This is an optimization exercise on Yosys and OpenROAD, whose aim is a short achievable clock period and few clock cycles, not a production implementation. The RTL was checked by simulation tests, not by an equivalence proof against the original design. No activity file was given, so power comes from the tool's default toggle rates.

==> v23 <==
Design armMulticycle, start of the top module:
module armMulticycle (
    input  logic              clk,
    input  logic              reset,
    input  logic [DATA_W-1:0] readData,
    output logic [DATA_W-1:0] adr,
    output logic [DATA_W-1:0] writeData,
    output logic              memWrite
);
    datapath uDp (
        .clk       (clk),
        .reset     (reset),
        .readData  (readData),
        .adr       (adr),
        .writeData (writeData),
        .memWrite  (memWrite)
    );
endmodule
clock: 8.0 ns
lec_check: 0
abc_clock_period_in_ps: 3000
cap_margin: 20
core_margin: 2
core_utilization: 40
setup_slack_margin: 5
slew_margin: 20
tns_end_percent: 10
standard.sh (not shown) runs the stock make flow with config.mk's settings and CLKGATE_MAP_FILE= SYNTH_SCRIPT=/design/flow/synth_recipe.tcl, a recipe that flattens the netlist after the stock synthesis.
==> flow/flow/run.sh <==
#!/bin/bash
# The standard layout (standard.sh) with these settings changed, passed on
# make's command line as standard.sh passes its own:
# - ADDER_MAP_FILE empty: Yosys leaves adders as plain gates for abc,
#   instead of chains of full-adder cells abc cannot restructure.
# - SCRIPTS_DIR: a copy of ORFS's scripts whose abc_speed.script maps for
#   delay without the structural choices (&dch, &synch2) that let abc trade
#   the parallel-prefix adders for ripple-carry chains to save area.
# - MATCH_CELL_FOOTPRINT=0: the resizer may swap a cell for any size of the
#   same function, not only ones of the same width (the platform sets 1).
# - BUFFER_PORTS_ARGS: the port buffers are buf_8 cells.
set -euo pipefail
cp -r "$FLOW_HOME/scripts" own_scripts
printf '%s\n' '&get -n' '&st' '&syn2' '&if -g -K 6' '&st' '&nf' '&put' \
    'buffer -c' 'topo' 'stime -c' 'upsize -c' 'dnsize -c' > own_scripts/abc_speed.script
sed -e "s#CLKGATE_MAP_FILE= #CLKGATE_MAP_FILE= ADDER_MAP_FILE= SCRIPTS_DIR=$PWD/own_scripts MATCH_CELL_FOOTPRINT=0 'BUFFER_PORTS_ARGS=-buffer_cell sky130_fd_sc_hd__buf_8' #" standard.sh > own_standard.sh
grep -q 'MATCH_CELL_FOOTPRINT=0' own_standard.sh
bash own_standard.sh > standard.log 2>&1
==> v15 (differences from v23) <==
--- a/flow/design.v
+++ b/flow/design.v
@@ -119,20 +119,22 @@
     input  logic                  we,
     input  logic [REG_ADDR_W-1:0] wa,
     input  logic [DATA_W-1:0]     wd,
     input  logic                  fwdEn,
     input  logic [REG_ADDR_W-1:0] fwdA,
     input  logic [DATA_W-1:0]     fwdD,
     input  logic [REG_ADDR_W-1:0] ra1,
     input  logic [REG_ADDR_W-1:0] ra2,
+    input  logic [REG_ADDR_W-1:0] ra3,
     input  logic [DATA_W-1:0]     r15,
     input  logic [11:0]           offset,
     output logic [DATA_W-1:0]     rd1,
     output logic [DATA_W-1:0]     rd2,
+    output logic [DATA_W-1:0]     rd3,
     output logic [13:0]           adrLo,
     output logic                  adrCarry,
     output logic [DATA_W-1:14]    adrHi,
     output logic [DATA_W-1:14]    adrHiInc
 );
     logic [DATA_W-1:0]  regs  [0:PC_REG-1];
     logic [DATA_W-1:0]  base  [0:PC_REG];
     logic [14:0]        lo    [0:PC_REG];
@@ -172,16 +174,19 @@
     assign adrHiInc = hiInc[ra1];
     always_comb begin
         if (ra1 == PC_REG)                 rd1 = r15;
         else if (fwdEn && (fwdA == ra1))   rd1 = fwdD;
         else                               rd1 = regs[ra1];
         if (ra2 == PC_REG)                 rd2 = r15;
         else if (fwdEn && (fwdA == ra2))   rd2 = fwdD;
         else                               rd2 = regs[ra2];
+        if (ra3 == PC_REG)                 rd3 = r15;
+        else if (fwdEn && (fwdA == ra3))   rd3 = fwdD;
+        else                               rd3 = regs[ra3];
     end
 endmodule
 `default_nettype wire
 `timescale 1ns/1ns
 `default_nettype none
 import armPkg::*;
 module programCounter (
     input  logic              clk,
@@ -191,77 +196,119 @@
     input  logic [13:0]       memLoNext,
     input  logic [DATA_W-1:14] memHi0Next,
     input  logic [DATA_W-1:14] memHi1Next,
     input  logic              memCarryNext,
     input  logic [13:0]       brLoNext,
     input  logic [DATA_W-1:14] brHi0Next,
     input  logic [DATA_W-1:14] brHi1Next,
     input  logic              brCarryNext,
+    input  logic [13:0]       br8LoNext,
+    input  logic [DATA_W-1:14] br8Hi0Next,
+    input  logic [DATA_W-1:14] br8Hi1Next,
+    input  logic              br8CarryNext,
     input  logic [DATA_W-1:0] slowNext,
+    input  logic [DATA_W-1:0] slow8Next,
     input  logic              saveSeq,
     output logic [DATA_W-1:0] adr,
+    output logic              fetchCyc,
     output logic [DATA_W-1:0] adrPlus4,
-    output logic [DATA_W-1:0] adrPlus8,
-    output logic [DATA_W-1:0] seqPc
+    output logic [DATA_W-1:0] pc8,
+    output logic [DATA_W-1:0] pc12,
+    output logic [DATA_W-1:0] pc16,
+    output logic [DATA_W-1:0] seqPc,
+    output logic [DATA_W-1:0] seq8
 );
-    logic               selMem;
-    logic               selBr;
+    logic               aMem;
+    logic               aBr;
+    logic               aSlow;
+    logic               pNotMem;
+    logic               pNotBr;
     logic [13:0]        memLo;
     logic [DATA_W-1:14] memHi0;
     logic [DATA_W-1:14] memHi1;
     logic               memCarry;
     logic [13:0]        brLo;
     logic [DATA_W-1:14] brHi0;
     logic [DATA_W-1:14] brHi1;
     logic               brCarry;
+    logic [13:0]        br8Lo;
+    logic [DATA_W-1:14] br8Hi0;
+    logic [DATA_W-1:14] br8Hi1;
+    logic               br8Carry;
     logic [DATA_W-1:0]  slowAdr;
+    logic [DATA_W-1:0]  slow8;
     logic [DATA_W-1:0]  memAdr;
     logic [DATA_W-1:0]  brAdr;
+    logic [DATA_W-1:0]  br8Adr;
     assign memAdr = {memCarry ? memHi1 : memHi0, memLo};
     assign brAdr  = {brCarry ? brHi1 : brHi0, brLo};
-    assign adr    = selMem ? memAdr : (selBr ? brAdr : slowAdr);
+    assign br8Adr = {br8Carry ? br8Hi1 : br8Hi0, br8Lo};
+    assign adr    = ({DATA_W{aMem}} & memAdr) | ({DATA_W{aBr}} & brAdr)
+                  | ({DATA_W{aSlow}} & slowAdr);
+    assign pc8    = pNotBr ? slow8 : br8Adr;
+    assign fetchCyc = pNotMem;
     fastAdd #(.W(DATA_W)) uPlus4 (
         .a    (adr),
         .b    (PC_STEP),
         .cin  (1'b0),
         .sum  (adrPlus4),
         .cout ()
     );
-    fastAdd #(.W(DATA_W)) uPlus8 (
-        .a    (adr),
+    fastAdd #(.W(DATA_W)) uPlus12 (
+        .a    (pc8),
+        .b    (PC_STEP),
+        .cin  (1'b0),
+        .sum  (pc12),
+        .cout ()
+    );
+    fastAdd #(.W(DATA_W)) uPlus16 (
+        .a    (pc8),
         .b    (32'd8),
         .cin  (1'b0),
-        .sum  (adrPlus8),
+        .sum  (pc16),
         .cout ()
     );
     always_ff @(posedge clk or posedge reset) begin
         if (reset) begin
-            selMem  <= 1'b0;
-            selBr   <= 1'b0;
+            aMem    <= 1'b0;
+            aBr     <= 1'b0;
+            aSlow   <= 1'b1;
+            pNotMem <= 1'b1;
+            pNotBr  <= 1'b1;
             slowAdr <= '0;
+            slow8   <= 32'd8;
         end else begin
-            selMem  <= selMemNext;
-            selBr   <= selBrNext;
+            aMem    <= selMemNext;
+            aBr     <= selBrNext;
+            aSlow   <= ~selMemNext & ~selBrNext;
+            pNotMem <= ~selMemNext;
+            pNotBr  <= ~selBrNext;
             slowAdr <= slowNext;
+            slow8   <= slow8Next;
         end
     end
     always_ff @(posedge clk) begin
         memLo    <= memLoNext;
         memHi0   <= memHi0Next;
         memHi1   <= memHi1Next;
         memCarry <= memCarryNext;
         brLo     <= brLoNext;
         brHi0    <= brHi0Next;
         brHi1    <= brHi1Next;
         brCarry  <= brCarryNext;
+        br8Lo    <= br8LoNext;
+        br8Hi0   <= br8Hi0Next;
+        br8Hi1   <= br8Hi1Next;
+        br8Carry <= br8CarryNext;
     end
     always_ff @(posedge clk) begin
         if (saveSeq) begin
             seqPc <= adrPlus4;
+            seq8  <= pc12;
         end
     end
 endmodule
 `default_nettype wire
 `timescale 1ns/1ns
 `default_nettype none
 import armPkg::*;
 module condUnit (
@@ -344,22 +391,23 @@
     input  logic              clk,
     input  logic              reset,
     input  logic [DATA_W-1:0] readData,
     output logic [DATA_W-1:0] adr,
     output logic [DATA_W-1:0] writeData,
     output logic              memWrite
 );
     logic              accCyc;
+    logic              ldCyc;
     logic              stCyc;
     logic              ldWe;
     logic [REG_ADDR_W-1:0] ldRd;
     logic [DATA_W-1:0] stData;
     logic              vE;
-    logic [3:0]        eCond;
+    logic              eCondPass;
     logic [REG_ADDR_W-1:0] eRd;
     logic              eIsSub;
     logic              eIsArith;
     logic              eIsAnd;
     logic              eIsOrr;
     logic              eSetFlags;
     logic              eSetCv;
     logic              eDpWrite;
@@ -371,17 +419,25 @@
     logic [3:0]        aluFlags;
     logic              dpWe;
     logic              flagWe;
     logic [3:0]        flagsNext;
     logic              regWe;
     logic [REG_ADDR_W-1:0] wa;
     logic [DATA_W-1:0] wd;
     logic [DATA_W-1:0] adrPlus4;
-    logic [DATA_W-1:0] adrPlus8;
+    logic [DATA_W-1:0] pc8;
+    logic [DATA_W-1:0] pc12;
+    logic [DATA_W-1:0] pc16;
+    logic [DATA_W-1:0] seq8;
+    logic [DATA_W-1:0] slow8;
+    logic [11:0]       br8Lo;
+    logic              br8Carry;
+    logic [DATA_W-1:14] br8Hi0;
+    logic [DATA_W-1:14] br8Hi1;
     logic [DATA_W-1:0] seqPc;
     logic [DATA_W-1:0] slowAdr;
     logic              fetchCyc;
     logic              dIsDp;
     logic              dIsMem;
     logic              dIsBr;
     logic              dIsLoad;
     logic              dIsSub;
@@ -392,34 +448,30 @@
     logic              dSetCv;
     logic              dDpWrite;
     logic              dLdWrite;
     logic              condF;
     logic              hazard;
     logic              memGo;
     logic              brGo;
     logic [REG_ADDR_W-1:0] rn;
-    logic [REG_ADDR_W-1:0] ra2;
     logic [DATA_W-1:0] rd1;
     logic [DATA_W-1:0] rd2;
+    logic [DATA_W-1:0] rd3;
     logic [DATA_W-1:0] opBVal;
     logic [2*DATA_W-1:0] immRot;
     logic [13:0]       memLo;
     logic              memCarry;
     logic [DATA_W-1:14] memHi;
     logic [DATA_W-1:14] memHiInc;
     logic [11:0]       brLo;
     logic              brCarry;
     logic [DATA_W-1:14] brHi0;
     logic [DATA_W-1:14] brHi1;
-    condUnit uCondE (
-        .cond     (eCond),
-        .flags    (flags),
-        .condPass (condE)
-    );
+    assign condE = eCondPass;
     alu uAlu (
         .a       (opA),
         .bx      (opBx),
         .isSub   (eIsSub),
         .isArith (eIsArith),
         .isAnd   (eIsAnd),
         .isOrr   (eIsOrr),
         .result  (aluResult),
@@ -438,20 +490,20 @@
     end
     always_ff @(posedge clk or posedge reset) begin
         if (reset) begin
             flags <= '0;
         end else begin
             flags <= flagsNext;
         end
     end
-    assign regWe = dpWe | (accCyc & ldWe);
-    assign wa    = accCyc ? ldRd : eRd;
-    assign wd    = accCyc ? readData : aluResult;
-    assign fetchCyc = ~accCyc;
+    assign regWe = dpWe | (ldCyc & ldWe);
+    assign wa    = ldCyc ? ldRd : eRd;
+    assign wd    = ldCyc ? readData : aluResult;
+    assign accCyc = ~fetchCyc;
     mainFsm uDec (
         .instr    (readData),
         .isDp     (dIsDp),
         .isMem    (dIsMem),
         .isBr     (dIsBr),
         .isLoad   (dIsLoad),
         .isSub    (dIsSub),
         .isArith  (dIsArith),
@@ -463,114 +515,152 @@
         .ldWrite  (dLdWrite)
     );
     condUnit uCondF (
         .cond     (readData[COND_LSB +: 4]),
         .flags    (flagsNext),
         .condPass (condF)
     );
     assign rn  = readData[RN_LSB +: REG_ADDR_W];
-    assign ra2 = dIsMem ? readData[RD_LSB +: REG_ADDR_W] : readData[REG_ADDR_W-1:0];
     regFile uRegs (
         .clk    (clk),
         .we     (regWe),
         .wa     (wa),
         .wd     (wd),
         .fwdEn  (dpWe),
         .fwdA   (eRd),
         .fwdD   (aluResult),
         .ra1    (rn),
-        .ra2    (ra2),
-        .r15    (adrPlus8),
+        .ra2    (readData[REG_ADDR_W-1:0]),
+        .ra3    (readData[RD_LSB +: REG_ADDR_W]),
+        .r15    (pc8),
         .offset   (readData[11:0]),
         .rd1      (rd1),
         .rd2      (rd2),
+        .rd3      (rd3),
         .adrLo    (memLo),
         .adrCarry (memCarry),
         .adrHi    (memHi),
         .adrHiInc (memHiInc)
     );
     assign hazard = dIsMem & vE & eDpWrite & (eRd == rn);
     fastAdd #(.W(12)) uBrLo (
-        .a    (adrPlus8[13:2]),
+        .a    (pc8[13:2]),
         .b    (readData[11:0]),
         .cin  (1'b0),
         .sum  (brLo),
         .cout (brCarry)
     );
+    fastAdd #(.W(12)) uBr8Lo (
+        .a    (pc16[13:2]),
+        .b    (readData[11:0]),
+        .cin  (1'b0),
+        .sum  (br8Lo),
+        .cout (br8Carry)
+    );
+    fastAdd #(.W(DATA_W-14)) uBr8Hi0 (
+        .a    (pc16[DATA_W-1:14]),
+        .b    ({{(DATA_W-26){readData[23]}}, readData[23:12]}),
+        .cin  (1'b0),
+        .sum  (br8Hi0),
+        .cout ()
+    );
+    fastAdd #(.W(DATA_W-14)) uBr8Hi1 (
+        .a    (pc16[DATA_W-1:14]),
+        .b    ({{(DATA_W-26){readData[23]}}, readData[23:12]}),
+        .cin  (1'b1),
+        .sum  (br8Hi1),
+        .cout ()
+    );
     fastAdd #(.W(DATA_W-14)) uBrHi0 (
-        .a    (adrPlus8[DATA_W-1:14]),
+        .a    (pc8[DATA_W-1:14]),
         .b    ({{(DATA_W-26){readData[23]}}, readData[23:12]}),
         .cin  (1'b0),
         .sum  (brHi0),
         .cout ()
     );
     fastAdd #(.W(DATA_W-14)) uBrHi1 (
-        .a    (adrPlus8[DATA_W-1:14]),
+        .a    (pc8[DATA_W-1:14]),
         .b    ({{(DATA_W-26){readData[23]}}, readData[23:12]}),
         .cin  (1'b1),
         .sum  (brHi1),
         .cout ()
     );
     assign memGo = fetchCyc & dIsMem & condF & ~hazard;
     assign brGo  = fetchCyc & dIsBr & condF;
     always_comb begin
-        if (accCyc)                    slowAdr = seqPc;
-        else if (dIsMem && hazard)     slowAdr = adr;
-        else                           slowAdr = adrPlus4;
+        if (accCyc) begin
+            slowAdr = seqPc;
+            slow8   = seq8;
+        end else if (dIsMem && hazard) begin
+            slowAdr = adr;
+            slow8   = pc8;
+        end else begin
+            slowAdr = adrPlus4;
+            slow8   = pc12;
+        end
     end
     programCounter uPc (
         .clk          (clk),
         .reset        (reset),
         .selMemNext   (memGo),
         .selBrNext    (brGo),
         .memLoNext    (memLo),
         .memHi0Next   (memHi),
         .memHi1Next   (memHiInc),
         .memCarryNext (memCarry),
-        .brLoNext     ({brLo, adrPlus8[1:0]}),
+        .brLoNext     ({brLo, pc8[1:0]}),
         .brHi0Next    (brHi0),
         .brHi1Next    (brHi1),
         .brCarryNext  (brCarry),
+        .br8LoNext    ({br8Lo, pc16[1:0]}),
+        .br8Hi0Next   (br8Hi0),
+        .br8Hi1Next   (br8Hi1),
+        .br8CarryNext (br8Carry),
         .slowNext     (slowAdr),
+        .slow8Next    (slow8),
         .saveSeq      (fetchCyc),
         .adr          (adr),
+        .fetchCyc     (fetchCyc),
         .adrPlus4     (adrPlus4),
-        .adrPlus8     (adrPlus8),
-        .seqPc        (seqPc)
+        .pc8          (pc8),
+        .pc12         (pc12),
+        .pc16         (pc16),
+        .seqPc        (seqPc),
+        .seq8         (seq8)
     );
     always_ff @(posedge clk or posedge reset) begin
         if (reset) begin
-            accCyc <= 1'b0;
+            ldCyc  <= 1'b0;
             stCyc  <= 1'b0;
             vE     <= 1'b0;
         end else begin
-            accCyc <= memGo;
+            ldCyc  <= memGo & dIsLoad;
             stCyc  <= memGo & ~dIsLoad;
             vE     <= fetchCyc & dIsDp;
         end
     end
     assign immRot = {2{{(DATA_W-8){1'b0}}, readData[7:0]}} >> {readData[ROT_LSB +: 4], 1'b0};
     assign opBVal = readData[I_BIT] ? immRot[DATA_W-1:0] : rd2;
     always_ff @(posedge clk) begin
         if (fetchCyc) begin
-            eCond     <= readData[COND_LSB +: 4];
+            eCondPass <= condF;
             eRd       <= readData[RD_LSB +: REG_ADDR_W];
             eIsSub    <= dIsSub;
             eIsArith  <= dIsArith;
             eIsAnd    <= dIsAnd;
             eIsOrr    <= dIsOrr;
             eSetFlags <= dSetFlags;
             eSetCv    <= dSetCv;
             eDpWrite  <= dDpWrite;
             opA       <= rd1;
             opBx      <= dIsSub ? ~opBVal : opBVal;
             ldWe      <= dLdWrite;
             ldRd      <= readData[RD_LSB +: REG_ADDR_W];
-            stData    <= rd2;
+            stData    <= rd3;
         end
     end
     assign writeData = stData;
     assign memWrite  = stCyc & ~reset;
 endmodule
 `default_nettype wire
 `timescale 1ns/1ns
 `default_nettype none
==> notes <==
v23 finished clean. v15 completed with no timing, DRC or antenna violations.
Of v15 and v23, v15 has the higher critical path depth (gap 2).
Against v23, the core utilization of v15 is lower by 3.9 points.
Synthesized cell count: v15 is larger than v23 (11%).
Of v15 and v23, v15 has the higher count of clock-buffer cells in the layout (gap 16).
Against v15, the sequential power of v23 is smaller by about 15%.
Non-clock buffer count: v15 is lower than v23 (213).
Die area: v15 is higher than v23 (about 16%).
Global-route usage: v15 is lower than v23 (2.2 points).
In v15 the wire length is higher than in v23, by about 8%.
Between v15 and v23, the lower design area is in v23 (gap about 7%, measured against v23).
Against v15, the first-iteration DRC count of v23 is lower by 16%.
Testbench counts of v23, summed over its fixed seeds: cycles 87,423.
Testbench counts of v15, summed over its fixed seeds: cycles 87,423.

[re-timing with driven ports]
No port has a modelled driver above. Below, the same layouts with a new extraction and two added sets of constraints. Step 1 (the two cells are an assumption about what drives the block):
set clk [get_ports {clk}]
set_driving_cell -lib_cell sky130_fd_sc_hd__clkbuf_16 $clk
set_driving_cell -lib_cell sky130_fd_sc_hd__buf_2 [delete_from_list [all_inputs] $clk]
Step 2 moves the port delays by t, midway between the first and last clock arrival at a register: inputs arrive t later, outputs are due t later. That takes back most of the time a late clock gives input paths. a / b / c = no drivers / after step 1 / after step 2; a / b = the first two.
| run | t (ns) | setup WS [ns] | slew at the worst register clock pin (ns) |
|---|---|---|---|
| v23 | 0.828 | 3.853 / 3.611 / 2.783 | 0.08 / 0.08 |
| v15 | 0.854 | 3.840 / 3.748 / 2.908 | 0.08 / 0.08 |
After both steps every run listed still meets setup and hold. For v23, which loses most, drivers alone change the setup slack by -0.242 ns; drivers and shift together by -1.070 ns.
